What follows belongs to an exercise in optimizing a design on an open flow for small area and a short achievable clock period; a production flow would make more cautious choices.
RTL that was checked went through simulation tests only; none was proved equivalent to the original.

==> run F: inputs <==
==> flow/design.v <==
`timescale 1ns/1ps
module channelTrigger (
	input logic clk_flash,
	input logic rstN,
	input logic [8-1:0] sample,  
	input logic [8-1:0] threshLow,  
	input logic [8-1:0] threshHigh,  
	input logic fallingEdge,  
	input logic [(10 + 1)-1:0] tot,  
	input logic dsGo,  
	output logic fire,  
	output logic inRange  
);
	localparam int CW = (10 + 1);
	function automatic logic gt8(input logic [7:0] a, input logic [7:0] b);
		logic r;
		r = 1'b0;
		for (int i = 0; i < 8; i++) r = (a[i] & ~b[i]) | (~(a[i] ^ b[i]) & r);
		gt8 = r;
	endfunction
	function automatic logic gt10(input logic [9:0] a, input logic [9:0] b);
		logic r;
		r = 1'b0;
		for (int i = 0; i < 10; i++) r = (a[i] & ~b[i]) | (~(a[i] ^ b[i]) & r);
		gt10 = r;
	endfunction
	function automatic logic [CW-1:0] inc(input logic [CW-1:0] a);
		logic [CW-1:0] r;
		for (int i = 0; i < CW; i++) r[i] = a[i] ^ (&(a | ~((CW'(1) << i) - CW'(1))));
		inc = r;
	endfunction
	logic wasInRange;  
	logic edgeSeen;  
	logic levelHeld;  
	logic totStep;  
	logic limZero;  
	logic cntZero;  
	logic over;  
	logic clear;  
	logic step;  
	logic [CW-1:0] totCount;  
	assign edgeSeen = fallingEdge ? (wasInRange & ~inRange) : (inRange & ~wasInRange);
	assign levelHeld = inRange ^ fallingEdge;
	assign totStep = ~tot[CW-1] | dsGo;
	assign limZero = ~|tot[CW-2:0];
	assign cntZero = ~|totCount;
	assign over = totCount[CW-1] | gt10(totCount[CW-2:0], tot[CW-2:0]);  
	assign clear = limZero | over | (~cntZero & totStep & ~levelHeld);
	assign step = cntZero ? edgeSeen : totStep;  
	always_ff @(posedge clk_flash) begin
		if (!rstN) begin
			inRange <= 1'b0;
			wasInRange <= 1'b0;
			fire <= 1'b0;
			totCount <= '0;
		end else begin
			inRange <= ~gt8(threshLow, sample) & ~gt8(sample, threshHigh);
			wasInRange <= inRange;
			fire <= limZero ? edgeSeen : over;
			if (clear) begin
				totCount <= '0;
			end else if (step) begin
				totCount <= inc(totCount);
			end
		end
	end
endmodule
`timescale 1ns/1ps
module coincidenceTrigger (
	input logic clk_flash,
	input logic rstN,
	input logic [4-1:0] fire,  
	input logic [4-1:0] chanEnable,  
	input logic [1:0] coinReq,  
	input logic [8-1:0] holdTime,  
	input logic allowSameChan,  
	input logic dsGo,
	input logic noSelfTrig,  
	input logic isFirst,  
	input logic isLast,  
	input logic [1:0] trigIn,  
	output logic trigger,  
	output logic [1:0] trigOut  
);
	localparam int HW = 8;
	function automatic logic [HW-1:0] dec(input logic [HW-1:0] a);
		logic [HW-1:0] r;
		for (int i = 0; i < HW; i++) r[i] = a[i] ^ ~|(a & ((HW'(1) << i) - HW'(1)));
		dec = r;
	endfunction
	logic [HW-1:0] holdLeft [4];  
	logic [4-1:0] fired;  
	logic [4-1:0] running;  
	logic [4-1:0] held;  
	logic [4-1:0] chanHit;  
	logic selfTrig;
	logic goingLeft;  
	logic goingRight;  
	always_comb begin
		for (int i = 0; i < 4; i++) begin
			running[i] = |holdLeft[i];
			held[i] = chanEnable[i] & running[i];
		end
		for (int i = 0; i < 4; i++) begin
			logic o1, o2, o3, s;  
			logic [2:0] h;  
			h = (i == 0) ? held[3:1] : (i == 1) ? {held[3:2], held[0]} :
				(i == 2) ? {held[3], held[1:0]} : held[2:0];
			o1 = |h;
			o2 = (h[0] & h[1]) | (h[0] & h[2]) | (h[1] & h[2]);
			o3 = &h;
			s = allowSameChan & held[i];
			case (coinReq)
				2'd0: chanHit[i] = 1'b1;
				2'd1: chanHit[i] = o1 | s;
				2'd2: chanHit[i] = o2 | (s & o1);
				default: chanHit[i] = o3 | (s & o2);
			endcase
			chanHit[i] = chanHit[i] & chanEnable[i] & fired[i];
		end
	end
	always_ff @(posedge clk_flash) begin
		if (!rstN) begin
			fired <= '0;
			for (int i = 0; i < 4; i++) begin
				holdLeft[i] <= '0;
			end
		end else begin
			fired <= fire;
			for (int i = 0; i < 4; i++) begin
				if (fire[i]) begin
					holdLeft[i] <= holdTime;  
				end else if (dsGo && running[i]) begin
					holdLeft[i] <= dec(holdLeft[i]);  
				end
			end
		end
	end
	assign selfTrig = |chanHit;
	assign goingLeft = trigIn[0] & ~isFirst;
	assign goingRight = trigIn[1] & ~isLast;
	always_ff @(posedge clk_flash) begin
		if (!rstN) begin
			trigger <= 1'b0;
			trigOut <= '0;
		end else if (noSelfTrig) begin
			trigger <= trigIn[1];  
			trigOut <= {trigIn[1], 1'b0};
		end else begin
			trigger <= selfTrig | goingLeft | goingRight;
			trigOut <= {selfTrig | goingRight, selfTrig | goingLeft};
		end
	end
endmodule
`timescale 1ns/1ps
module acquireControl (
	input logic clk_flash,
	input logic rstN,
	input logic startTrigger,  
	input logic trigger,  
	input logic [10-1:0] triggerPoint,  
	input logic [10-1:0] nsmp,  
	input logic [5-1:0] downsample,  
	output logic dsGo,  
	output logic acquiring,
	output logic [10-1:0] wrAddress,  
	output logic [10-1:0] trigPointAddr,  
	output logic dataReady  
);
	localparam logic [1:0] INIT = 2'd0;  
	localparam logic [1:0] PREACQ = 2'd1;  
	localparam logic [1:0] WAITING = 2'd2;  
	localparam logic [1:0] POSTACQ = 2'd3;  
	localparam int DW = 22 + 1;
	localparam int AW = 10;
	function automatic logic [10-1:0] incA(input logic [10-1:0] a);
		logic [10-1:0] r;
		for (int i = 0; i < 10; i++)
			r[i] = a[i] ^ (&(a | ~((AW'(1) << i) - AW'(1))));
		incA = r;
	endfunction
	function automatic logic [22:0] incD(input logic [22:0] a);
		logic [22:0] r;
		for (int i = 0; i <= 22; i++)
			r[i] = a[i] ^ (&(a | ~((DW'(1) << i) - DW'(1))));
		incD = r;
	endfunction
	logic [1:0] state;
	logic [10-1:0] sampleCount;  
	logic [22:0] dsCount;
	logic [31:0] dsSel;  
	logic atTrigPoint;  
	logic atEnd;  
	logic postDone;  
	logic wrStep;  
	logic [10-1:0] wrNext;  
	logic trigCapture;  
	always_comb begin
		dsSel = {32{dsCount[22]}};  
		dsSel[22:1] = dsCount[22:1];
		dsSel[0] = 1'b1;
	end
	logic [3:0] dsLo;  
	logic [7:0] dsHi;  
	logic [7:0] dsGrp;  
	always_comb begin
		for (int i = 0; i < 4; i++) dsLo[i] = (downsample[1:0] == 2'(i));
		for (int h = 0; h < 8; h++) dsHi[h] = (downsample[4:2] == 3'(h));
		for (int h = 0; h < 8; h++) dsGrp[h] = |(dsSel[4*h +: 4] & dsLo);
	end
	assign dsGo = |(dsGrp & dsHi);
	assign atTrigPoint = (sampleCount == triggerPoint);
	assign atEnd = (sampleCount == nsmp);
	assign postDone = (state == POSTACQ) && atEnd;
	assign wrStep = dsGo && acquiring && !postDone;
	assign wrNext = wrStep ? incA(wrAddress) : wrAddress;
	always_ff @(posedge clk_flash) begin
		if (!rstN || dsGo) begin
			dsCount <= {{22{1'b0}}, 1'b1};
		end else begin
			dsCount <= incD(dsCount);
		end
	end
	always_ff @(posedge clk_flash) begin
		if (!rstN) begin
			state <= INIT;
			acquiring <= 1'b0;
			dataReady <= 1'b0;
			wrAddress <= '0;
			sampleCount <= '0;
		end else begin
			wrAddress <= wrNext;
			case (state)
				INIT: begin
					if (startTrigger) begin
						sampleCount <= '0;
						acquiring <= 1'b1;
						dataReady <= 1'b0;
						state <= PREACQ;
					end
				end
				PREACQ: begin
					if (atTrigPoint) begin
						state <= WAITING;
					end else if (dsGo) begin
						sampleCount <= incA(sampleCount);
					end
				end
				WAITING: begin
					if (trigger) begin
						sampleCount <= triggerPoint;
						state <= POSTACQ;
					end
				end
				default: begin
					if (atEnd) begin
						acquiring <= 1'b0;
						dataReady <= 1'b1;
						state <= INIT;
					end else if (dsGo) begin
						sampleCount <= incA(sampleCount);
					end
				end
			endcase
		end
	end
	always_ff @(posedge clk_flash) begin
		trigCapture <= rstN && state == WAITING && trigger;
		if (trigCapture) begin
			trigPointAddr <= wrAddress;
		end
	end
endmodule
`timescale 1ns/1ps
module sampleAverager (
	input logic clk_flash,
	input logic rstN,
	input logic [4*8-1:0] flashData,  
	input logic [4*8-1:0] samples,  
	input logic highRes,  
	input logic dsGo,
	input logic [5-1:0] downsample,
	output logic [4*8-1:0] dout  
);
	localparam int ACC_W = 8 + 5;  
	function automatic logic [ACC_W-1:0] add(input logic [ACC_W-1:0] a, input logic [8-1:0] b);
		logic [ACC_W-1:0] p, g, r;
		logic c, t;
		p = a ^ ACC_W'(b);
		g = a & ACC_W'(b);
		for (int i = 0; i < ACC_W; i++) begin
			c = 1'b0;
			for (int j = 0; j < i; j++) begin
				t = g[j];
				for (int k = j + 1; k < i; k++) t = t & p[k];
				c = c | t;
			end
			r[i] = p[i] ^ c;
		end
		add = r;
	endfunction
	logic [ACC_W-1:0] accSum [4];
	logic [8-1:0] accShift [4];  
	logic [5-1:0] hrCount;  
	logic flush;  
	logic restart;  
	assign flush = dsGo || (&hrCount);  
	assign restart = !rstN || !highRes || flush;
	always_comb begin
		for (int i = 0; i < 4; i++) begin
			case (downsample)
				5'd0: accShift[i] = accSum[i][7:0];
				5'd1: accShift[i] = accSum[i][8:1];
				5'd2: accShift[i] = accSum[i][9:2];
				5'd3: accShift[i] = accSum[i][10:3];
				5'd4: accShift[i] = accSum[i][11:4];
				default: accShift[i] = accSum[i][12:5];
			endcase
		end
	end
	always_ff @(posedge clk_flash) begin
		for (int i = 0; i < 4; i++) begin
			accSum[i] <= restart ? ACC_W'(flashData[i*8 +: 8]) :
				add(accSum[i], flashData[i*8 +: 8]);
		end
		if (!rstN) begin
			hrCount <= '0;
			dout <= '0;
		end else if (highRes) begin
			hrCount <= flush ? '0 : hrCount + 1'b1;
			for (int i = 0; i < 4; i++) begin
				if (flush) begin
					dout[i*8 +: 8] <= accShift[i];
				end
			end
		end else begin
			hrCount <= '0;
			dout <= samples;  
		end
	end
endmodule
`timescale 1ns/1ps
module scopeCore (
	input logic clk_flash,
	input logic rstN,
	input logic [4*8-1:0] flashData,  
	input logic [8-1:0] threshLow,  
	input logic [8-1:0] threshHigh,
	input logic fallingEdge,
	input logic [(10 + 1)-1:0] tot,
	input logic [4-1:0] chanEnable,
	input logic [1:0] coinReq,
	input logic [8-1:0] holdTime,
	input logic allowSameChan,
	input logic noSelfTrig,
	input logic isFirst,
	input logic isLast,
	input logic [1:0] trigIn,  
	input logic startTrigger,
	input logic [10-1:0] triggerPoint,
	input logic [10-1:0] nsmp,
	input logic [5-1:0] downsample,
	input logic highRes,
	output logic [1:0] trigOut,  
	output logic trigger,
	output logic [4-1:0] inRange,  
	output logic acquiring,
	output logic dataReady,
	output logic [10-1:0] wrAddress,
	output logic [10-1:0] trigPointAddr,
	output logic [4*8-1:0] dout  
);
	logic [4*8-1:0] samples;  
	logic [4-1:0] fire;
	logic dsGo;
	always_ff @(posedge clk_flash) begin
		samples <= flashData;  
	end
	for (genvar i = 0; i < 4; i++) begin : gChan
		channelTrigger uChan (
			.clk_flash(clk_flash),
			.rstN(rstN),
			.sample(samples[i*8 +: 8]),
			.threshLow(threshLow),
			.threshHigh(threshHigh),
			.fallingEdge(fallingEdge),
			.tot(tot),
			.dsGo(dsGo),
			.fire(fire[i]),
			.inRange(inRange[i])
		);
	end
	coincidenceTrigger uCoin (
		.clk_flash(clk_flash),
		.rstN(rstN),
		.fire(fire),
		.chanEnable(chanEnable),
		.coinReq(coinReq),
		.holdTime(holdTime),
		.allowSameChan(allowSameChan),
		.dsGo(dsGo),
		.noSelfTrig(noSelfTrig),
		.isFirst(isFirst),
		.isLast(isLast),
		.trigIn(trigIn),
		.trigger(trigger),
		.trigOut(trigOut)
	);
	acquireControl uAcq (
		.clk_flash(clk_flash),
		.rstN(rstN),
		.startTrigger(startTrigger),
		.trigger(trigger),
		.triggerPoint(triggerPoint),
		.nsmp(nsmp),
		.downsample(downsample),
		.dsGo(dsGo),
		.acquiring(acquiring),
		.wrAddress(wrAddress),
		.trigPointAddr(trigPointAddr),
		.dataReady(dataReady)
	);
	sampleAverager uAvg (
		.clk_flash(clk_flash),
		.rstN(rstN),
		.flashData(flashData),
		.samples(samples),
		.highRes(highRes),
		.dsGo(dsGo),
		.downsample(downsample),
		.dout(dout)
	);
endmodule
==> flow/run.sh <==
#!/bin/bash
# synth_recipe.tcl (not shown) runs the flow's synth.tcl, then flattens the netlist and writes it again
# the make line also repeats each setting of config.mk as NAME=value (left out here)
make -C /OpenROAD-flow-scripts/flow DESIGN_CONFIG=/design/flow/config.mk WORK_HOME=/design/flow/orfs CLKGATE_MAP_FILE= SYNTH_SCRIPT=/design/flow/synth_recipe.tcl finish
==> flow/config.mk <==
export PLATFORM = sky130hd
export DESIGN_NAME = scopeCore
export DESIGN_NICKNAME = scopeCore
export VERILOG_FILES = /design/flow/design.v
export SDC_FILE = /design/flow/constraint.sdc
export NUM_CORES = 4
export LEC_CHECK = 0
export ABC_AREA = 1
export CAP_MARGIN = 20
export CORE_MARGIN = 2
export CORE_UTILIZATION = 40
export SETUP_SLACK_MARGIN = 2.9
export SLEW_MARGIN = 20
export TNS_END_PERCENT = 5
==> flow/constraint.sdc <==
create_clock -name core_clock -period 5.0 [get_ports {clk_flash}]
set_input_delay 1.0000 -clock core_clock [delete_from_list [all_inputs] [get_ports {clk_flash}]]
set_output_delay 1.0000 -clock core_clock [all_outputs]
set_load 0.01 [all_outputs]
==> run D: changes against run F <==
--- a/flow/design.v
+++ b/flow/design.v
@@ -14,13 +14,15 @@
 	localparam int CW = (10 + 1);
-	function automatic logic gt8(input logic [7:0] a, input logic [7:0] b);
-		logic r;
-		r = 1'b0;
-		for (int i = 0; i < 8; i++) r = (a[i] & ~b[i]) | (~(a[i] ^ b[i]) & r);
-		gt8 = r;
-	endfunction
-	function automatic logic gt10(input logic [9:0] a, input logic [9:0] b);
-		logic r;
-		r = 1'b0;
-		for (int i = 0; i < 10; i++) r = (a[i] & ~b[i]) | (~(a[i] ^ b[i]) & r);
-		gt10 = r;
+	function automatic logic gt(input logic [15:0] a, input logic [15:0] b);
+		logic [15:0] g, e;
+		for (int i = 0; i < 16; i++) begin
+			g[i] = a[i] & ~b[i];
+			e[i] = ~(g[i] | (~a[i] & b[i]));
+		end
+		for (int s = 1; s < 16; s = s * 2) begin
+			for (int i = 0; i < 16; i = i + 2 * s) begin
+				g[i] = g[i + s] | (e[i + s] & g[i]);
+				e[i] = e[i + s] & e[i];
+			end
+		end
+		gt = g[0];
 	endfunction
@@ -46,3 +48,3 @@
 	assign cntZero = ~|totCount;
-	assign over = totCount[CW-1] | gt10(totCount[CW-2:0], tot[CW-2:0]);  
+	assign over = gt(16'(totCount), 16'(tot[CW-2:0]));  
 	assign clear = limZero | over | (~cntZero & totStep & ~levelHeld);
@@ -56,3 +58,3 @@
 		end else begin
-			inRange <= ~gt8(threshLow, sample) & ~gt8(sample, threshHigh);
+			inRange <= ~gt(16'(threshLow), 16'(sample)) & ~gt(16'(sample), 16'(threshHigh));
 			wasInRange <= inRange;
@@ -286,15 +288,18 @@
 	function automatic logic [ACC_W-1:0] add(input logic [ACC_W-1:0] a, input logic [8-1:0] b);
-		logic [ACC_W-1:0] p, g, r;
-		logic c, t;
-		p = a ^ ACC_W'(b);
-		g = a & ACC_W'(b);
-		for (int i = 0; i < ACC_W; i++) begin
-			c = 1'b0;
-			for (int j = 0; j < i; j++) begin
-				t = g[j];
-				for (int k = j + 1; k < i; k++) t = t & p[k];
-				c = c | t;
+		logic [15:0] p, g, gg, pp;
+		logic [ACC_W-1:0] r;
+		p = 16'(a ^ ACC_W'(b));
+		g = 16'(a & ACC_W'(b));
+		gg = g;
+		pp = p;
+		for (int l = 0; l < 4; l++) begin
+			for (int i = 0; i < 16; i++) begin
+				if (((i >> l) & 1) == 1) begin
+					gg[i] = gg[i] | (pp[i] & gg[((i >> l) << l) - 1]);
+					pp[i] = pp[i] & pp[((i >> l) << l) - 1];
+				end
 			end
-			r[i] = p[i] ^ c;
 		end
+		r[0] = p[0];
+		for (int i = 1; i < ACC_W; i++) r[i] = p[i] ^ gg[i - 1];
 		add = r;
@@ -304,2 +309,3 @@
 	logic [5-1:0] hrCount;  
+	logic [5:0] shiftSel;  
 	logic flush;  
@@ -309,11 +315,8 @@
 	always_comb begin
+		for (int k = 0; k < 5; k++) shiftSel[k] = (downsample == 5'(k));
+		shiftSel[5] = (downsample >= 5'(5));
 		for (int i = 0; i < 4; i++) begin
-			case (downsample)
-				5'd0: accShift[i] = accSum[i][7:0];
-				5'd1: accShift[i] = accSum[i][8:1];
-				5'd2: accShift[i] = accSum[i][9:2];
-				5'd3: accShift[i] = accSum[i][10:3];
-				5'd4: accShift[i] = accSum[i][11:4];
-				default: accShift[i] = accSum[i][12:5];
-			endcase
+			accShift[i] = '0;
+			for (int k = 0; k <= 5; k++)
+				accShift[i] = accShift[i] | (accSum[i][k +: 8] & {8{shiftSel[k]}});
 		end
==> flow/flow/run.sh (new file) <==
#!/bin/bash
# Layout flow: the standard ORFS flow (standard synthesis included), with the
# ports buffered by a plain buffer instead of the weakest delay cell;
# nothing else changed.
set -euo pipefail
export BUFFER_PORTS_ARGS="-buffer_cell sky130_fd_sc_hd__buf_2"

bash standard.sh finish > make_finish.log 2>&1
==> flow/standard.sh (new file) <==
#!/bin/bash
# synth_recipe.tcl (not shown) runs the flow's synth.tcl, then flattens the netlist and writes it again
# the make line also repeats each setting of config.mk as NAME=value (left out here)
make -C /OpenROAD-flow-scripts/flow DESIGN_CONFIG=/design/flow/config.mk WORK_HOME=/design/flow/orfs CLKGATE_MAP_FILE= SYNTH_SCRIPT=/design/flow/synth_recipe.tcl "${@:-finish}"
--- a/flow/config.mk
+++ b/flow/config.mk
@@ -10,5 +10,6 @@
 export CORE_MARGIN = 2
-export CORE_UTILIZATION = 40
-export SETUP_SLACK_MARGIN = 2.9
+export CORE_UTILIZATION = 60
+export PLACE_DENSITY = 0.7
+export SETUP_SLACK_MARGIN = 3.1
 export SLEW_MARGIN = 20
-export TNS_END_PERCENT = 5
+export TNS_END_PERCENT = 1
removed: flow/run.sh
==> run B: changes against run F <==
--- a/flow/design.v
+++ b/flow/design.v
@@ -14,17 +14,27 @@
 	localparam int CW = (10 + 1);
-	function automatic logic gt8(input logic [7:0] a, input logic [7:0] b);
-		logic r;
-		r = 1'b0;
-		for (int i = 0; i < 8; i++) r = (a[i] & ~b[i]) | (~(a[i] ^ b[i]) & r);
-		gt8 = r;
-	endfunction
-	function automatic logic gt10(input logic [9:0] a, input logic [9:0] b);
-		logic r;
-		r = 1'b0;
-		for (int i = 0; i < 10; i++) r = (a[i] & ~b[i]) | (~(a[i] ^ b[i]) & r);
-		gt10 = r;
+	function automatic logic gt(input logic [15:0] a, input logic [15:0] b);
+		logic [15:0] g, e;
+		for (int i = 0; i < 16; i++) begin
+			g[i] = a[i] & ~b[i];
+			e[i] = ~(g[i] | (~a[i] & b[i]));
+		end
+		for (int s = 1; s < 16; s = s * 2) begin
+			for (int i = 0; i < 16; i = i + 2 * s) begin
+				g[i] = g[i + s] | (e[i + s] & g[i]);
+				e[i] = e[i + s] & e[i];
+			end
+		end
+		gt = g[0];
 	endfunction
 	function automatic logic [CW-1:0] inc(input logic [CW-1:0] a);
+		logic [31:0] pp;
 		logic [CW-1:0] r;
-		for (int i = 0; i < CW; i++) r[i] = a[i] ^ (&(a | ~((CW'(1) << i) - CW'(1))));
+		pp = 32'(a);
+		for (int l = 0; l < 5; l++) begin
+			for (int i = 0; i < 32; i++) begin
+				if (((i >> l) & 1) == 1) pp[i] = pp[i] & pp[((i >> l) << l) - 1];
+			end
+		end
+		r[0] = ~a[0];
+		for (int i = 1; i < CW; i++) r[i] = a[i] ^ pp[i - 1];
 		inc = r;
@@ -46,3 +56,3 @@
 	assign cntZero = ~|totCount;
-	assign over = totCount[CW-1] | gt10(totCount[CW-2:0], tot[CW-2:0]);  
+	assign over = gt(16'(totCount), 16'(tot[CW-2:0]));  
 	assign clear = limZero | over | (~cntZero & totStep & ~levelHeld);
@@ -56,3 +66,3 @@
 		end else begin
-			inRange <= ~gt8(threshLow, sample) & ~gt8(sample, threshHigh);
+			inRange <= ~gt(16'(threshLow), 16'(sample)) & ~gt(16'(sample), 16'(threshHigh));
 			wasInRange <= inRange;
@@ -86,4 +96,13 @@
 	function automatic logic [HW-1:0] dec(input logic [HW-1:0] a);
+		logic [31:0] pp;
 		logic [HW-1:0] r;
-		for (int i = 0; i < HW; i++) r[i] = a[i] ^ ~|(a & ((HW'(1) << i) - HW'(1)));
+		pp = 32'(a);
+		pp = ~pp;
+		for (int l = 0; l < 5; l++) begin
+			for (int i = 0; i < 32; i++) begin
+				if (((i >> l) & 1) == 1) pp[i] = pp[i] & pp[((i >> l) << l) - 1];
+			end
+		end
+		r[0] = ~a[0];
+		for (int i = 1; i < HW; i++) r[i] = a[i] ^ pp[i - 1];
 		dec = r;
@@ -175,12 +194,26 @@
 	localparam int AW = 10;
-	function automatic logic [10-1:0] incA(input logic [10-1:0] a);
-		logic [10-1:0] r;
-		for (int i = 0; i < 10; i++)
-			r[i] = a[i] ^ (&(a | ~((AW'(1) << i) - AW'(1))));
+	function automatic logic [AW-1:0] incA(input logic [AW-1:0] a);
+		logic [31:0] pp;
+		logic [AW-1:0] r;
+		pp = 32'(a);
+		for (int l = 0; l < 5; l++) begin
+			for (int i = 0; i < 32; i++) begin
+				if (((i >> l) & 1) == 1) pp[i] = pp[i] & pp[((i >> l) << l) - 1];
+			end
+		end
+		r[0] = ~a[0];
+		for (int i = 1; i < AW; i++) r[i] = a[i] ^ pp[i - 1];
 		incA = r;
 	endfunction
-	function automatic logic [22:0] incD(input logic [22:0] a);
-		logic [22:0] r;
-		for (int i = 0; i <= 22; i++)
-			r[i] = a[i] ^ (&(a | ~((DW'(1) << i) - DW'(1))));
+	function automatic logic [DW-1:0] incD(input logic [DW-1:0] a);
+		logic [31:0] pp;
+		logic [DW-1:0] r;
+		pp = 32'(a);
+		for (int l = 0; l < 5; l++) begin
+			for (int i = 0; i < 32; i++) begin
+				if (((i >> l) & 1) == 1) pp[i] = pp[i] & pp[((i >> l) << l) - 1];
+			end
+		end
+		r[0] = ~a[0];
+		for (int i = 1; i < DW; i++) r[i] = a[i] ^ pp[i - 1];
 		incD = r;
@@ -286,15 +319,18 @@
 	function automatic logic [ACC_W-1:0] add(input logic [ACC_W-1:0] a, input logic [8-1:0] b);
-		logic [ACC_W-1:0] p, g, r;
-		logic c, t;
-		p = a ^ ACC_W'(b);
-		g = a & ACC_W'(b);
-		for (int i = 0; i < ACC_W; i++) begin
-			c = 1'b0;
-			for (int j = 0; j < i; j++) begin
-				t = g[j];
-				for (int k = j + 1; k < i; k++) t = t & p[k];
-				c = c | t;
+		logic [15:0] p, g, gg, pp;
+		logic [ACC_W-1:0] r;
+		p = 16'(a ^ ACC_W'(b));
+		g = 16'(a & ACC_W'(b));
+		gg = g;
+		pp = p;
+		for (int l = 0; l < 4; l++) begin
+			for (int i = 0; i < 16; i++) begin
+				if (((i >> l) & 1) == 1) begin
+					gg[i] = gg[i] | (pp[i] & gg[((i >> l) << l) - 1]);
+					pp[i] = pp[i] & pp[((i >> l) << l) - 1];
+				end
 			end
-			r[i] = p[i] ^ c;
 		end
+		r[0] = p[0];
+		for (int i = 1; i < ACC_W; i++) r[i] = p[i] ^ gg[i - 1];
 		add = r;
@@ -304,2 +340,3 @@
 	logic [5-1:0] hrCount;  
+	logic [5:0] shiftSel;  
 	logic flush;  
@@ -309,11 +346,8 @@
 	always_comb begin
+		for (int k = 0; k < 5; k++) shiftSel[k] = (downsample == 5'(k));
+		shiftSel[5] = (downsample >= 5'(5));
 		for (int i = 0; i < 4; i++) begin
-			case (downsample)
-				5'd0: accShift[i] = accSum[i][7:0];
-				5'd1: accShift[i] = accSum[i][8:1];
-				5'd2: accShift[i] = accSum[i][9:2];
-				5'd3: accShift[i] = accSum[i][10:3];
-				5'd4: accShift[i] = accSum[i][11:4];
-				default: accShift[i] = accSum[i][12:5];
-			endcase
+			accShift[i] = '0;
+			for (int k = 0; k <= 5; k++)
+				accShift[i] = accShift[i] | (accSum[i][k +: 8] & {8{shiftSel[k]}});
 		end
==> flow/flow/run.sh (new file) <==
#!/bin/bash
# Layout flow: the standard ORFS flow (standard synthesis included), with the
# ports buffered by a plain buffer instead of the weakest delay cell, and clock
# tree synthesis without dummy loads; nothing else changed.
set -euo pipefail
export BUFFER_PORTS_ARGS="-buffer_cell sky130_fd_sc_hd__buf_2"
export CTS_ARGS="-sink_clustering_enable -repair_clock_nets -dont_use_dummy_load"
bash standard.sh finish > make_finish.log 2>&1
==> flow/standard.sh (new file) <==
#!/bin/bash
# synth_recipe.tcl (not shown) runs the flow's synth.tcl, then flattens the netlist and writes it again
# the make line also repeats each setting of config.mk as NAME=value (left out here)
make -C /OpenROAD-flow-scripts/flow DESIGN_CONFIG=/design/flow/config.mk WORK_HOME=/design/flow/orfs CLKGATE_MAP_FILE= SYNTH_SCRIPT=/design/flow/synth_recipe.tcl "${@:-finish}"
--- a/flow/config.mk
+++ b/flow/config.mk
@@ -10,5 +10,5 @@
 export CORE_MARGIN = 2
-export CORE_UTILIZATION = 40
-export SETUP_SLACK_MARGIN = 2.9
+export CORE_UTILIZATION = 60
+export SETUP_SLACK_MARGIN = 3.1
 export SLEW_MARGIN = 20
-export TNS_END_PERCENT = 5
+export TNS_END_PERCENT = 1
removed: flow/run.sh
==> flow_summary.toml <==
[status]
outcome = "complete, no violations"

[cts]
cts_resized = 91
cts-htree-levels = 1

[drt]
wl_met2_mm = 22.4

[global_route]
grt_use_met3_pct = 6.60

[cells_and_area]
ff_latch_area_um2 = 5590
The numbers above come from run B.

==> flow_summary.toml <==
[status]
outcome = "complete, no violations"

[place]
port_buffers = 169

[global_route]
grt_use_met3_pct = 4.00
grt.met1_usage_pct = 41.6

[cts]
cts_resized = 120
cts-htree-levels = 1

[power]
p_comb_uw = 1620

[drt]
wl_met2_mm = 23.9

[floorplanning]
coreArea_um2 = 27700

[synth]
synth_cells = 2350
synth-main-ff-cell = "dfxtp_1"

[cells_and_area]
ff_latch_area_um2 = 5620
The numbers above come from run D.

==> flow_summary.toml <==
[cts]
cts-htree-levels = 2
cts_resized = 281

[global_route]
grt_use_met3_pct = 4.85
grtUsageMet2_pct = 39.1
busiest_layer = "met2"

[critical_path]
critPathLaunchType = "input pin"

[drt]
wl_met2_mm = 24.8

[synth]
yosysUniqueCellTypes = 53

[status]
outcome = "complete, no violations"

[cells_and_area]
ff_latch_area_um2 = 5600
The numbers above come from run F.

For run F and run B, only the layout was checked, not whether the RTL still works.

-- re-timing with driven ports --
No port has a modelled driver above. Below, the same layouts with a new extraction and two added sets of constraints.
Step 1 (the two cells are an assumption about what drives the block):
set clk [get_ports {clk_flash}]
set_driving_cell -lib_cell sky130_fd_sc_hd__clkbuf_16 $clk
set_driving_cell -lib_cell sky130_fd_sc_hd__buf_2 [delete_from_list [all_inputs] $clk]
Step 2 times the ports against the registers' clock, not the clock port: input delays grow and output delays shrink by t, the midpoint of the rising clock arrivals with the driver on.
a / b / c = ideal ports / drivers / drivers and shift; a / b = the first two.
run	t (ns)	setup slack, ns	worst register clock-pin slew, ns
run F	0.585	2.455 / 2.469 / 1.884	0.06 / 0.06
run D	0.608	2.891 / 2.839 / 2.291	0.07 / 0.07
run B	0.597	2.587 / 2.558 / 1.961	0.06 / 0.06
After both steps setup and hold are still met in every run listed. For run B, which loses most, drivers alone change the setup slack by -0.029 ns; drivers and shift together by -0.626 ns.
